Background: an optimization exercise with open tools, aiming at small area. Do not read the settings as production practice.
At most, simulation tests tie the RTL to the original design; equivalence was not proved.
No activity file was given, so power comes from the tool's default toggle rates.

==> run a: inputs <==
==> flow/design.v <==
package pipe_pkg;
    localparam int N_REGS    = 8;
    localparam int MEM_WORDS = 16;
endpackage
`timescale 1ns/10ps
module pipe_core (
    input  logic        clk,
    input  logic        rst,
    input  logic        in_valid,
    input  logic [15:0] in_instr,
    output logic        in_ready,
    output logic        trace_valid,
    output logic [75:0] trace,
    input  logic        trace_ready
);
    localparam logic [3:0] OP_ADD  = 4'd1;
    localparam logic [3:0] OP_SUB  = 4'd2;
    localparam logic [3:0] OP_ADDI = 4'd3;
    localparam logic [3:0] OP_LD   = 4'd4;
    localparam logic [3:0] OP_ST   = 4'd5;
    function automatic logic [15:0] rreg(input logic [7:1][15:0] r, input logic [2:0] ad);
        case (ad)
            3'd1:    rreg = r[1];
            3'd2:    rreg = r[2];
            3'd3:    rreg = r[3];
            3'd4:    rreg = r[4];
            3'd5:    rreg = r[5];
            3'd6:    rreg = r[6];
            3'd7:    rreg = r[7];
            default: rreg = 16'd0;
        endcase
    endfunction
    function automatic logic [3:0] bump(input logic [3:0] c);
        bump = (c == 4'hf) ? c : c + 4'd1;
    endfunction
    logic [15:0] now;
    logic        hold;
    logic        stall;
    logic        f_v, d_v, x_v, m_v;
    logic [15:0] f_i, d_i, x_i, m_i;
    logic [15:0] f_c, d_c, x_c, m_c;
    logic [3:0]  f_s, d_s, x_s, m_s;
    logic [7:0]  t_seq;
    logic [15:0] t_i, t_res, t_fc, t_rc;
    logic [3:0]  t_s;
    assign trace = {t_seq, t_i, t_res, t_fc, t_rc, t_s};
    assign hold  = trace_valid && !trace_ready;
    logic [3:0] f_op;
    logic       f_rs_use, f_rt_use, f_rd_use;
    always_comb begin
        f_op     = f_i[15:12];
        f_rs_use = (f_op >= OP_ADD) && (f_op <= OP_ST);
        f_rt_use = (f_op == OP_ADD) || (f_op == OP_SUB);
        f_rd_use = (f_op == OP_ST);
    end
    assign stall = d_v && (d_i[15:12] == OP_LD) && (d_i[11:9] != 3'd0) && f_v
                   && ((f_rs_use && f_i[8:6] == d_i[11:9])
                       || (f_rt_use && f_i[5:3] == d_i[11:9])
                       || (f_rd_use && f_i[11:9] == d_i[11:9]));
    assign in_ready = !hold && !stall;
    always_ff @(posedge clk) begin
        if (rst) now <= '0;
        else     now <= now + 16'd1;
    end
    always_ff @(posedge clk) begin
        if (rst) begin
            f_v <= 1'b0;
            d_v <= 1'b0;
            x_v <= 1'b0;
            m_v <= 1'b0;
        end else if (!hold) begin
            f_v <= stall ? f_v : in_valid;
            d_v <= f_v && !stall;
            x_v <= d_v;
            m_v <= x_v;
        end
    end
    always_ff @(posedge clk) begin
        if (in_ready) begin
            f_i <= in_instr;
            f_c <= now;
        end
        f_s <= in_ready ? 4'd0 : bump(f_s);
        if (!hold) begin
            d_i <= f_i;
            d_c <= f_c;
            x_i <= d_i;
            x_c <= d_c;
            m_i <= x_i;
            m_c <= x_c;
        end
        d_s <= hold ? bump(d_s) : f_s;
        x_s <= hold ? bump(x_s) : d_s;
        m_s <= hold ? bump(m_s) : x_s;
    end
    logic [7:1][15:0] regs;
    logic [15:0] mem_n [16];
    logic [3:0]  op;
    logic [2:0]  rd, rs, rt, p2;
    logic        is_add, is_sub, is_addi, is_ld, is_st, is_alu, wr;
    logic [15:0] a, b2, bop, sum, res;
    logic [16:0] sum_c;
    logic [3:0]  addr;
    always_comb begin
        op      = m_i[15:12];
        rd      = m_i[11:9];
        rs      = m_i[8:6];
        rt      = m_i[5:3];
        is_add  = (op == OP_ADD);
        is_sub  = (op == OP_SUB);
        is_addi = (op == OP_ADDI);
        is_ld   = (op == OP_LD);
        is_st   = (op == OP_ST);
        is_alu  = is_add || is_sub || is_addi;
        wr      = is_alu || is_ld;
        p2      = is_st ? rd : rt;
        a       = rreg(regs, rs);
        b2      = rst ? 16'd0 : rreg(regs, p2);
        addr    = a[3:0] + m_i[3:0];
        bop     = (is_add || is_sub) ? b2 : {{10{m_i[5]}}, m_i[5:0]};
        sum_c   = {a, 1'b1} + {bop ^ {16{is_sub}}, is_sub};
        sum     = sum_c[16:1];
        res     = ({16{is_ld && !rst}} & ~mem_n[addr])
                | ({16{is_st}} & b2)
                | ({16{is_alu && !rst}} & sum);
    end
    logic        retire;
    logic [15:0] r_wdata, m_wdata;
    assign retire  = m_v && !hold;
    assign r_wdata = res;
    assign m_wdata = b2;
    always_ff @(posedge clk) begin
        for (int i = 1; i < 8; i++) begin
            if (rst || (retire && wr && rd == 3'(i))) regs[i] <= r_wdata;
        end
    end
    always_ff @(posedge clk) begin
        for (int i = 0; i < 16; i++) begin
            if (rst || (retire && is_st && addr == 4'(i))) mem_n[i] <= ~m_wdata;
        end
    end
    always_ff @(posedge clk) begin
        if (rst) trace_valid <= 1'b0;
        else if (!hold) trace_valid <= m_v;
    end
    always_ff @(posedge clk) begin
        if (rst) t_seq <= 8'hff;
        else     t_seq <= t_seq + {7'd0, retire};
    end
    always_ff @(posedge clk) begin
        if (!hold) begin
            t_i   <= m_i;
            t_res <= res;
            t_fc  <= m_c;
            t_rc  <= now;
            t_s   <= m_s;
        end
    end
endmodule
==> flow/flow/run.sh <==
#!/bin/bash
# Standard layout with a leaner clock tree (no dummy loads, smaller
# buffers) and the smallest buffer on the ports.
export CTS_ARGS="-sink_clustering_enable -repair_clock_nets -dont_use_dummy_load -buf_list {sky130_fd_sc_hd__clkbuf_16} -sink_clustering_size 30 -sink_clustering_max_diameter 80"
export BUFFER_PORTS_ARGS="-buffer_cell sky130_fd_sc_hd__buf_1"
bash standard.sh > standard.log 2>&1
==> flow/standard.sh <==
#!/bin/bash
# synth_recipe.tcl (not shown) runs the flow's synth.tcl, then flattens the netlist and writes it again
# the make line also repeats each setting of config.mk as NAME=value (left out here)
make -C /OpenROAD-flow-scripts/flow DESIGN_CONFIG=/design/flow/config.mk WORK_HOME=/design/flow/orfs CLKGATE_MAP_FILE= SYNTH_SCRIPT=/design/flow/synth_recipe.tcl "${@:-finish}"
==> flow/config.mk <==
export PLATFORM = sky130hd
export DESIGN_NAME = pipe_core
export DESIGN_NICKNAME = pipe_core
export VERILOG_FILES = /design/flow/design.v
export SDC_FILE = /design/flow/constraint.sdc
export NUM_CORES = 4
export LEC_CHECK = 0
export ABC_AREA = 1
export CAP_MARGIN = 0
export CORE_MARGIN = 2
export CORE_UTILIZATION = 40
export SLEW_MARGIN = 0
==> flow/constraint.sdc <==
create_clock -name core_clock -period 5.5 [get_ports {clk}]
set_input_delay 1.1000 -clock core_clock [delete_from_list [all_inputs] [get_ports {clk}]]
set_output_delay 1.1000 -clock core_clock [all_outputs]
set_load 0.01 [all_outputs]
==> run b (differences from run a) <==
--- a/flow/design.v
+++ b/flow/design.v
@@ -30,18 +30,16 @@
             default: rreg = 16'd0;
         endcase
     endfunction
-    function automatic logic [3:0] bump(input logic [3:0] c);
-        bump = (c == 4'hf) ? c : c + 4'd1;
-    endfunction
     logic [15:0] now;
     logic        hold;
     logic        stall;
     logic        f_v, d_v, x_v, m_v;
     logic [15:0] f_i, d_i, x_i, m_i;
     logic [15:0] f_c, d_c, x_c, m_c;
-    logic [3:0]  f_s, d_s, x_s, m_s;
+    logic        f_l, d_l, x_l, m_l;
     logic [7:0]  t_seq;
     logic [15:0] t_i, t_res, t_fc, t_rc;
+    logic        t_l;
     logic [3:0]  t_s;
     assign trace = {t_seq, t_i, t_res, t_fc, t_rc, t_s};
     assign hold  = trace_valid && !trace_ready;
@@ -62,6 +60,18 @@
         if (rst) now <= '0;
         else     now <= now + 16'd1;
     end
+    logic tick, tick_seen, long_hold;
+    assign tick      = (now[3:0] == 4'd0);
+    assign long_hold = hold && tick_seen && tick;
+    always_ff @(posedge clk) begin
+        tick_seen <= hold && (tick_seen || tick);
+    end
+    logic [7:0] age;
+    assign age = t_rc[7:0] - t_fc[7:0];
+    always_comb begin
+        if (t_l || age[7:5] != 3'd0 || age[4:0] > 5'd18) t_s = 4'hf;
+        else                                            t_s = age[3:0] - 4'd4;
+    end
     always_ff @(posedge clk) begin
         if (rst) begin
             f_v <= 1'b0;
@@ -80,7 +90,7 @@
             f_i <= in_instr;
             f_c <= now;
         end
-        f_s <= in_ready ? 4'd0 : bump(f_s);
+        f_l <= !in_ready && (f_l || long_hold);
         if (!hold) begin
             d_i <= f_i;
             d_c <= f_c;
@@ -89,9 +99,9 @@
             m_i <= x_i;
             m_c <= x_c;
         end
-        d_s <= hold ? bump(d_s) : f_s;
-        x_s <= hold ? bump(x_s) : d_s;
-        m_s <= hold ? bump(m_s) : x_s;
+        d_l <= hold ? (d_l || long_hold) : f_l;
+        x_l <= hold ? (x_l || long_hold) : d_l;
+        m_l <= hold ? (m_l || long_hold) : x_l;
     end
     logic [7:1][15:0] regs;
     logic [15:0] mem_n [16];
@@ -153,7 +163,7 @@
             t_res <= res;
             t_fc  <= m_c;
             t_rc  <= now;
-            t_s   <= m_s;
+            t_l   <= m_l;
         end
     end
 endmodule
==> flow/flow/run.sh (replaced) <==
#!/bin/bash
# Standard layout with a leaner clock tree (no dummy loads, smaller
# buffers) and the smallest buffer on the ports.
export CTS_ARGS="-sink_clustering_enable -repair_clock_nets -dont_use_dummy_load -buf_list {sky130_fd_sc_hd__clkbuf_4 sky130_fd_sc_hd__clkbuf_8} -sink_clustering_size 16 -sink_clustering_max_diameter 60"
export GPL_KEEP_OVERFLOW=0
export BUFFER_PORTS_ARGS="-buffer_cell sky130_fd_sc_hd__buf_1"
bash standard.sh > standard.log 2>&1
==> run c (differences from run a) <==
--- a/flow/design.v
+++ b/flow/design.v
@@ -30,18 +30,16 @@
             default: rreg = 16'd0;
         endcase
     endfunction
-    function automatic logic [3:0] bump(input logic [3:0] c);
-        bump = (c == 4'hf) ? c : c + 4'd1;
-    endfunction
     logic [15:0] now;
     logic        hold;
     logic        stall;
     logic        f_v, d_v, x_v, m_v;
     logic [15:0] f_i, d_i, x_i, m_i;
     logic [15:0] f_c, d_c, x_c, m_c;
-    logic [3:0]  f_s, d_s, x_s, m_s;
+    logic        f_l, d_l, x_l, m_l;
     logic [7:0]  t_seq;
     logic [15:0] t_i, t_res, t_fc, t_rc;
+    logic        t_l;
     logic [3:0]  t_s;
     assign trace = {t_seq, t_i, t_res, t_fc, t_rc, t_s};
     assign hold  = trace_valid && !trace_ready;
@@ -62,6 +60,18 @@
         if (rst) now <= '0;
         else     now <= now + 16'd1;
     end
+    logic tick, tick_seen, long_hold;
+    assign tick      = (now[3:0] == 4'd0);
+    assign long_hold = hold && tick_seen && tick;
+    always_ff @(posedge clk) begin
+        tick_seen <= hold && (tick_seen || tick);
+    end
+    logic [7:0] age;
+    assign age = t_rc[7:0] - t_fc[7:0];
+    always_comb begin
+        if (t_l || age[7:5] != 3'd0 || age[4:0] > 5'd18) t_s = 4'hf;
+        else                                            t_s = age[3:0] - 4'd4;
+    end
     always_ff @(posedge clk) begin
         if (rst) begin
             f_v <= 1'b0;
@@ -80,7 +90,7 @@
             f_i <= in_instr;
             f_c <= now;
         end
-        f_s <= in_ready ? 4'd0 : bump(f_s);
+        f_l <= !in_ready && (f_l || long_hold);
         if (!hold) begin
             d_i <= f_i;
             d_c <= f_c;
@@ -89,9 +99,9 @@
             m_i <= x_i;
             m_c <= x_c;
         end
-        d_s <= hold ? bump(d_s) : f_s;
-        x_s <= hold ? bump(x_s) : d_s;
-        m_s <= hold ? bump(m_s) : x_s;
+        d_l <= hold ? (d_l || long_hold) : f_l;
+        x_l <= hold ? (x_l || long_hold) : d_l;
+        m_l <= hold ? (m_l || long_hold) : x_l;
     end
     logic [7:1][15:0] regs;
     logic [15:0] mem_n [16];
@@ -153,7 +163,7 @@
             t_res <= res;
             t_fc  <= m_c;
             t_rc  <= now;
-            t_s   <= m_s;
+            t_l   <= m_l;
         end
     end
 endmodule
==> flow/flow/run.sh (replaced) <==
#!/bin/bash
# Standard layout with a leaner clock tree (no dummy loads, smaller
# buffers) and the smallest buffer on the ports.
export CTS_ARGS="-sink_clustering_enable -repair_clock_nets -dont_use_dummy_load -buf_list {sky130_fd_sc_hd__clkbuf_4 sky130_fd_sc_hd__clkbuf_8} -sink_clustering_size 16 -sink_clustering_max_diameter 60"
export BUFFER_PORTS_ARGS="-buffer_cell sky130_fd_sc_hd__buf_1"
bash standard.sh > standard.log 2>&1
CORE_UTILIZATION = 55   (was 40)
==> comparison <==
- In run a the clock power is larger than in run c, by about 20%.
- In run c the die area is lower than in run a, by 27%.
- Of run a and run c, run c has the higher fmax (gap 6.9%, measured against run c).
- Wire length, lowest first: run c, run a, run b.
- Between run b and run a, the lower hold slack is in run a (gap 0.042 ns).
- The highest combinational power belongs to run b, the lowest to run a.
==> figures <==
Result of the run: run b timing/DRC/antenna clean; run c timing/DRC/antenna clean; run a timing/DRC/antenna clean
Worst Reg-to-Reg Cells: run b 17; run c 25; run a 17
Multi-input logic portion of the cell area: run b 0.224; run c 0.222; run a 0.211
Width of the chip: run b 250 µm; run c 213 µm; run a 251 µm
Fraction of the mapped netlist area in compound gates: run b 0.0743; run c 0.0743; run a 0.0709
Share of the synthesized area in the top cell type: run b 0.698; run c 0.698; run a 0.711
Cell type of the slowest stage on the worst timing path: run b sky130_fd_sc_hd__nor2_4; run c sky130_fd_sc_hd__edfxtp_1; run a sky130_fd_sc_hd__fa_1
Number of vias per cell: run b 5.46; run c 5.70; run a 5.36
Total via count after detailed routing: run b 15,400; run c 14,900; run a 15,200
Adder-cell share of the synthesized area: run b 0.0172; run c 0.0172; run a 0.0137
# rows: run b 90; run c 76; run a 90
Number of enable flip-flop cells after synthesis: run b 561; run c 561; run a 576
Met2 WL: run b 29,200 µm; run c 27,700 µm; run a 29,800 µm
For run a, only the layout was checked, not whether the RTL still works.

[what the ideal ports hide]
Ports are ideal in the flow. The routed layouts listed here were re-timed in OpenROAD.
Step 1, drivers: a clkbuf_16 drives clk and a buf_2 each remaining input, both assumed.
Step 2, shift: input delay + t, output delay - t, t = (earliest + latest rising clock arrival at the registers) / 2. This alone moves slack from input paths to output paths.
Slacks: ideal ports / drivers / drivers and shift; pairs: ideal ports / drivers.
run | t, ns | setup slack, ns | worst slew at a driven data input, ns
run a | 0.589 | 0.315 / 0.315 / 0.315 | 0.06
run b | 0.683 | 0.212 / 0.212 / -0.098 | 0.06
run c | 0.668 | 0.674 / 0.674 / 0.674 | 0.04
With both steps, setup timing fails in run b, where it was met with ideal ports. The setup slack of run b, which loses most, moves by 0.000 ns with the drivers and by -0.310 ns with both steps.
